Source: an optimization exercise on an open RTL-to-GDS flow (aim: small area). Production flows keep margins and buffers that such runs may drop. Only simulation tests tie the RTL to the original design; equivalence was not proved.

// gpu_frontend_top
module gpu_frontend_top (
  input  logic                                clk,
  input  logic                                rst_n,
  input  logic [gpu_pipe_pkg::apb_addr_w-1:0] paddr,
  input  logic                                psel,
  input  logic                                penable,
  input  logic                                pwrite,
  input  logic [gpu_pipe_pkg::data_w-1:0]     pwdata,
  output logic [gpu_pipe_pkg::data_w-1:0]     prdata,
  output logic                                pready,
  output logic                                pslverr,
  output logic                                out_valid,
  input  logic                                out_ready,
  output logic [gpu_pipe_pkg::addr_w-1:0]     out_pc,
  output logic [gpu_pipe_pkg::warp_w-1:0]     out_warp,
  output logic [gpu_isa_pkg::opc_w-1:0]       out_opcode,
  output logic [gpu_isa_pkg::f3_w-1:0]        out_funct3,
  output logic [gpu_isa_pkg::reg_w-1:0]       out_rd,
  output logic [gpu_isa_pkg::reg_w-1:0]       out_rs1,
  output logic [gpu_isa_pkg::reg_w-1:0]       out_rs2,
  output logic [gpu_pipe_pkg::data_w-1:0]     out_imm,
  output logic                                illegal_inst
);
Size: about 620 flip-flops, roughly 170 I/O pins, ~0.024 mm2 of cells after synthesis.
==> module inst_buffer, before the edit <==
module inst_buffer (
  input  logic                                clk,
  input  logic                                rst_n,
  input  logic                                di_valid,   
  output logic                                di_full,
  output logic [gpu_pipe_pkg::ibuf_cnt_w-1:0] di_count,
  input  logic [gpu_pipe_pkg::addr_w-1:0]     di_pc,
  input  logic [gpu_pipe_pkg::warp_w-1:0]     di_warp,
  input  logic [3:0]                          di_code,
  input  logic [31:7]                         di_word,
  output logic                                out_valid,
  input  logic                                out_ready,
  output logic [gpu_pipe_pkg::addr_w-1:0]     out_pc,
  output logic [gpu_pipe_pkg::warp_w-1:0]     out_warp,
  output logic [gpu_isa_pkg::opc_w-1:0]       out_opcode,
  output logic [gpu_isa_pkg::f3_w-1:0]        out_funct3,
  output logic [gpu_isa_pkg::reg_w-1:0]       out_rd,
  output logic [gpu_isa_pkg::reg_w-1:0]       out_rs1,
  output logic [gpu_isa_pkg::reg_w-1:0]       out_rs2,
  output logic [gpu_pipe_pkg::data_w-1:0]     out_imm
);
  localparam int ibuf_depth = gpu_pipe_pkg::ibuf_depth;
  localparam int ibuf_ptr_w = gpu_pipe_pkg::ibuf_ptr_w;
  localparam int ibuf_cnt_w = gpu_pipe_pkg::ibuf_cnt_w;
  localparam int ent_w      = 32 + 3 + 4 + 25;
  logic [ent_w-1:0]      mem [ibuf_depth];
  logic [ibuf_ptr_w-1:0] wr_ptr, rd_ptr;
  logic [ibuf_cnt_w-1:0] count;
  logic                  pop;
  logic [3:0]            code;
  logic [31:0]           w;
  assign pop       = out_valid && out_ready;
  assign out_valid = (count != '0);
  assign di_count  = count;
  assign di_full   = count[2];
  always_ff @(posedge clk or negedge rst_n) begin
    if (!rst_n) begin
      wr_ptr <= '0;
      rd_ptr <= '0;
      count  <= '0;
    end else begin
      if (di_valid) wr_ptr <= wr_ptr + 1'b1;   
      if (pop) rd_ptr <= rd_ptr + 1'b1;
      if (di_valid && !pop) count <= count + 1'b1;
      else if (pop && !di_valid) count <= count - 1'b1;
    end
  end
  always_ff @(posedge clk) begin
    if (di_valid) mem[wr_ptr] <= {di_pc, di_warp, di_code, di_word};
  end
  logic [ent_w-1:0] head;
  always_comb begin
    head = '0;
    for (int i = 0; i < ibuf_depth; i++) begin
      head = head | ({ent_w{rd_ptr == i[1:0]}} & mem[i]);
    end
  end
  assign {out_pc, out_warp, code, w[31:7]} = head;
  assign w[6:0] = {code[3], code[2], code[1] & !code[3],
                   (code[3] & code[1]) | (code[0] & !code[1] & !code[2] & !code[3]),
                   code[0] & (code[1] | code[3]), 2'b11};
  assign out_opcode = w[6:0];
  always_comb begin
    out_funct3 = '0;
    out_rd     = '0;
    out_rs1    = '0;
    out_rs2    = '0;
    out_imm    = '0;
    case (code)
      4'd7, 4'd3: begin   
        out_rd  = w[11:7];
        out_imm = {w[31:12], 12'b0};
      end
      4'd15: begin   
        out_rd  = w[11:7];
        out_imm = {{12{w[31]}}, w[19:12], w[20], w[30:21], 1'b0};
      end
      4'd13, 4'd0, 4'd2: begin   
        out_rd     = w[11:7];
        out_rs1    = w[19:15];
        out_funct3 = w[14:12];
        out_imm    = {{20{w[31]}}, w[31:20]};
      end
      4'd12: begin   
        out_rs1    = w[19:15];
        out_rs2    = w[24:20];
        out_funct3 = w[14:12];
        out_imm    = {{20{w[31]}}, w[7], w[30:25], w[11:8], 1'b0};
      end
      4'd4: begin   
        out_rs1    = w[19:15];
        out_rs2    = w[24:20];
        out_funct3 = w[14:12];
        out_imm    = {{20{w[31]}}, w[31:25], w[11:7]};
      end
      4'd6: begin   
        out_rd     = w[11:7];
        out_rs1    = w[19:15];
        out_rs2    = w[24:20];
        out_funct3 = w[14:12];
      end
      default: ;   
    endcase
  end
endmodule
clock: 6.0 ns
lec_check: 0
cap_margin: 20
core_margin: 2
core_utilization: 60
place_density: 0.75
slew_margin: 20
standard.sh (not shown) runs the stock make flow with config.mk's settings and CLKGATE_MAP_FILE= SYNTH_SCRIPT=/design/flow/synth_recipe.tcl, a recipe that flattens the netlist after the stock synthesis.
==> flow/flow/run.sh <==
#!/bin/bash
# Own layout flow: the standard ORFS flow (standard.sh) with changes that
# only affect how the layout is made:
#  - synthesis keeps the combinational pc_adder module apart until mapping;
#    ABC maps pc_adder with a speed-oriented script (flow/abc_fast.script)
#    and everything else with an area-oriented one (flow/abc_area.script).
#    Registers are mapped by ORFS as usual, and synth_recipe.tcl flattens and
#    renames as in the standard synthesis;
#  - every input and output port still gets a buffer, but a buf_1;
#  - CTS builds the tree from clkbuf_8 with larger sink clusters and
#    without dummy loads.
# Each ORFS step writes its full log under orfs/logs/; make's own output
# goes to flow_synth.log and flow_layout.log here.
set -euo pipefail
WORK=$(pwd)
rm -rf "$WORK/scripts_own"
cp -r "$FLOW_HOME/scripts" "$WORK/scripts_own"
cp "$WORK/flow/abc_area.script" "$WORK/scripts_own/abc_speed.script"
cp "$WORK/flow/abc_fast.script" "$WORK/scripts_own/abc_fast.script"
python3 - "$WORK/scripts_own/synth.tcl" <<'PY'
import sys
p = sys.argv[1]
s = open(p).read()
old = "  log_cmd abc {*}$abc_args\n"
new = """  if { [llength [tee -q -s result.string select -list-mod pc_adder]] > 0 } {
    set abc_fast_args [lreplace $abc_args 1 1 $::env(SCRIPTS_DIR)/abc_fast.script]
    log_cmd abc {*}$abc_fast_args pc_adder
    log_cmd abc {*}$abc_args * pc_adder %d
  } else {
    log_cmd abc {*}$abc_args
  }
"""
assert s.count(old) == 1
open(p, "w").write(s.replace(old, new))
PY
export SCRIPTS_DIR="$WORK/scripts_own"
export SYNTH_KEEP_MODULES=pc_adder
export BUFFER_PORTS_ARGS="-buffer_cell sky130_fd_sc_hd__buf_1"
export CTS_ARGS="-sink_clustering_enable -repair_clock_nets -dont_use_dummy_load -buf_list sky130_fd_sc_hd__clkbuf_8 -sink_clustering_size 18 -sink_clustering_max_diameter 60"
bash standard.sh synth > "$WORK/flow_synth.log" 2>&1
bash standard.sh > "$WORK/flow_layout.log" 2>&1
==> flow/flow/abc_area.script <==
&get -n
&st
&syn2
&synch2
&dch -f
&nf -a -A 10 -F 16 -C 32
&st
&syn3
&synch2
&dch -f
&nf -a -A 10 -F 16 -C 32
&st
&syn4
&dch -f
&nf -a -A 10 -F 16 -C 32
&put
topo
stime -c
==> flow/flow/abc_fast.script <==
&get -n
&st
&syn2
&synch2
&dch -f
&nf -a
&st
&syn3
&synch2
&dch -f
&nf -a
&st
&syn4
&dch -f
&nf -a
&st
&syn3
&synch2
&dch -f
&nf -a
&st
&if -g -K 6
&synch2
&nf -R 20
&put
topo
stime -c
Then changed:
--- a/flow/design.v
+++ b/flow/design.v
@@ -292,25 +292,24 @@
   localparam int ibuf_ptr_w = gpu_pipe_pkg::ibuf_ptr_w;
   localparam int ibuf_cnt_w = gpu_pipe_pkg::ibuf_cnt_w;
   localparam int ent_w      = 32 + 3 + 4 + 25;
   logic [ent_w-1:0]      mem [ibuf_depth];
-  logic [ibuf_ptr_w-1:0] wr_ptr, rd_ptr;
+  logic [ibuf_ptr_w-1:0] wr_ptr, rd_ptr;   
   logic [ibuf_cnt_w-1:0] count;
   logic                  pop;
   logic [3:0]            code;
   logic [31:0]           w;
   assign pop       = out_valid && out_ready;
   assign out_valid = (count != '0);
   assign di_count  = count;
   assign di_full   = count[2];
+  assign rd_ptr    = wr_ptr - count[ibuf_ptr_w-1:0];
   always_ff @(posedge clk or negedge rst_n) begin
     if (!rst_n) begin
       wr_ptr <= '0;
-      rd_ptr <= '0;
       count  <= '0;
     end else begin
       if (di_valid) wr_ptr <= wr_ptr + 1'b1;   
-      if (pop) rd_ptr <= rd_ptr + 1'b1;
       if (di_valid && !pop) count <= count + 1'b1;
       else if (pop && !di_valid) count <= count - 1'b1;
     end
   end
Result:
- wire length barely changes
- sequential cell count came out lower by 2
- sequential share of layout area shrinks by 0.30 points
- setup slack is worse by 0.047 ns
- cell area barely changes
- register-to-register slack is worse by 0.05 ns

[what the ideal ports hide]
In the flow no input, the clock included, has a driving cell. The finished layouts below were timed again as built, in two steps. Step 1, drivers: a clkbuf_16 drives clk and a buf_2 each remaining input, both assumed. Step 2 times the ports against the registers' clock, not the clock port: input delays grow and output delays shrink by t, the midpoint of the rising clock arrivals with the driver on. Slacks: no drivers / after step 1 / after step 2; pairs: no drivers / after step 1.
run	t, ns	setup slack, ns	hold WS [ns]
the first run	0.649	0.432 / 0.432 / 0.432	0.439 / 0.439 / 0.439
the second run	0.627	0.385 / 0.385 / 0.385	0.460 / 0.460 / 0.460
After both steps every run listed still meets setup and hold.
